What follows belongs to an exercise in optimizing a design on an open flow for small area, a short achievable clock period and few clock cycles per item; a production flow would make more cautious choices. In this exercise RTL edits were held to simulation tests only and were not proved equivalent to the original. Power figures rest on the tool's default switching activity, not on a simulated workload.

== run a ==
==> module proc_alu, before the edit <==
module proc_alu (
    input  logic [31:0] x,         
    input  logic [31:0] y,         
    input  logic        sel_add,   
    input  logic        sel_sh,    
    input  logic [4:0]  k,         
    input  logic        m_all,     
    input  logic        m_zero,    
    input  logic        m_pos,     
    input  logic        c_en,      
    output logic [31:0] result,
    output logic        carry
);
    logic [31:0] p, g, pp, gg, gn, pn;
    logic [31:0] addx;
    logic        cout;
    logic [31:0] rot;
    logic [63:0] dbl;
    logic [31:0] mask;
    always_comb begin
        p  = x ^ y;
        g  = x & y & {32{sel_add}};
        gg = g;
        pp = p;
        for (int d = 1; d < 32; d = d * 2) begin
            for (int i = 0; i < 32; i++) begin
                if ((i & d) != 0) begin
                    gn[i] = gg[i] | (pp[i] & gg[(i & ~(2*d-1)) + d - 1]);
                    pn[i] = pp[i] & pp[(i & ~(2*d-1)) + d - 1];
                end else begin
                    gn[i] = gg[i];
                    pn[i] = pp[i];
                end
            end
            gg = gn;
            pp = pn;
        end
        addx = p ^ {gg[30:0], 1'b0};
        cout = gg[31];
        dbl = {x, x} << k;
        rot = dbl[63:32];
        for (int i = 0; i < 32; i++) begin
            mask[i] = m_all | (~m_zero & (m_pos ? (5'(i) >= k) : (5'(i) < k)));
        end
        if (sel_sh) result = rot & mask;
        else        result = addx;
        if (sel_sh) carry = c_en & (m_pos ? rot[0] : rot[31]);
        else        carry = cout;
    end
endmodule
export LEC_CHECK = 0
export ABC_CLOCK_PERIOD_IN_PS = 3000
export CAP_MARGIN = 20
export CORE_MARGIN = 2
export CORE_UTILIZATION = 40
export CTS_CLUSTER_DIAMETER = 100
export CTS_CLUSTER_SIZE = 22
export SETUP_SLACK_MARGIN = 5
export SLEW_MARGIN = 20
create_clock -name core_clock -period 9.0 [get_ports {clk}]
standard.sh (not shown) runs the stock make flow with config.mk's settings and CLKGATE_MAP_FILE= SYNTH_SCRIPT=/design/flow/synth_recipe.tcl, a recipe that flattens the netlist after the stock synthesis.
==> flow/flow/run.sh <==
#!/bin/bash
# Standard ORFS layout, with repair_timing aiming for more setup slack.
set -euo pipefail
bash standard.sh SETUP_SLACK_MARGIN=6 finish > standard.log 2>&1
Run a finished every stage and its layout cleared the timing, DRC and antenna checks.
Testbench counts of run a, summed over its fixed seeds: cycles 16,032, items 16,000.
Input changes introduced in run b (baseline for comparison: run a):
==> flow/design.v, changed modules only <==
module proc_alu (
    input  logic [31:0] x,         
    input  logic [31:0] y,         
    input  logic        sel_add,   
    input  logic        sel_sh,    
    input  logic [4:0]  k,         
    input  logic        m_all,     
    input  logic        m_zero,    
    input  logic        m_pos,     
    input  logic        c_en,      
    output logic [31:0] result,
    output logic        carry
);
    logic [32:0] sum;
    logic [31:0] rot;
    logic [63:0] dbl;
    logic [31:0] mask;
    always_comb begin
        sum = {1'b0, x} + {1'b0, y};
        dbl = {x, x} << k;
        rot = dbl[63:32];
        for (int i = 0; i < 32; i++) begin
            mask[i] = m_all | (~m_zero & (m_pos ? (5'(i) >= k) : (5'(i) < k)));
        end
        if (sel_add)     result = sum[31:0];
        else if (sel_sh) result = rot & mask;
        else             result = x ^ y;
        if (sel_add)     carry = sum[32];
        else if (sel_sh) carry = c_en & (m_pos ? rot[0] : rot[31]);
        else             carry = 1'b0;
    end
endmodule
Notes after the runs:
- Result for run a and run b: all clean
- The data arrival time at the worst-slack endpoint of run b is higher than that of run a.
- [run b vs run a] count of placed standard cells in the final layout, fillers left out: higher in run b
- As of run b, count of cells resized by post-cts repair had risen by more than a quarter compared to run a.
- Summary of the comparison: synthesized instance count is higher in run b, relative to run a.
- Delta (run b minus run a): clock share of power held; compound-gate portion of the synthesized area went up by 1.9 points; sequential share of layout area decreased by 1.4 points relative to the old numbers; power drawn by the combinational cells increased by about 20% relative to the old numbers.
- Any difference in worst hold slack across all endpoints between run b and run a is small enough to ignore.
- Run b reports a higher non-clock inverter count in the final layout than run a does.
- Run b against run a: total power consumption of the routed design went up by 260 uW; wire length of the first global-routing pass up 3.6%.
Testbench counts of run b, summed over its fixed seeds: cycles 16,032, items 16,000.

-- afterwards: timing with drivers on the ports --
The flow's constraints put no driver on any port. The routed layouts listed below were extracted and timed again, unchanged, in two steps. Step 1, drivers: a clkbuf_16 drives clk and a buf_2 each remaining input, both assumed. Step 2 times the ports against the registers' clock, not the clock port: input delays grow and output delays shrink by t, the midpoint of the rising clock arrivals with the driver on. Three values: no drivers, after step 1, after step 2; two values: the first two.
| run | t, ns | setup WS [ns] | hold slack, ns | worst setup path at the end | latest minus earliest clock arrival (ns) |
|---|---|---|---|---|---|
| run a | 0.663 | 5.950 / 5.949 / 5.541 | 0.333 / 0.333 / 0.333 | input to register | 0.030 / 0.030 |
| run b | 0.659 | 5.849 / 5.849 / 5.467 | 0.335 / 0.335 / 0.335 | input to register | 0.056 / 0.055 |
After both steps every run listed still meets setup and hold. The setup slack of run a, which loses most, moves by -0.001 ns with the drivers and by -0.409 ns with both steps.
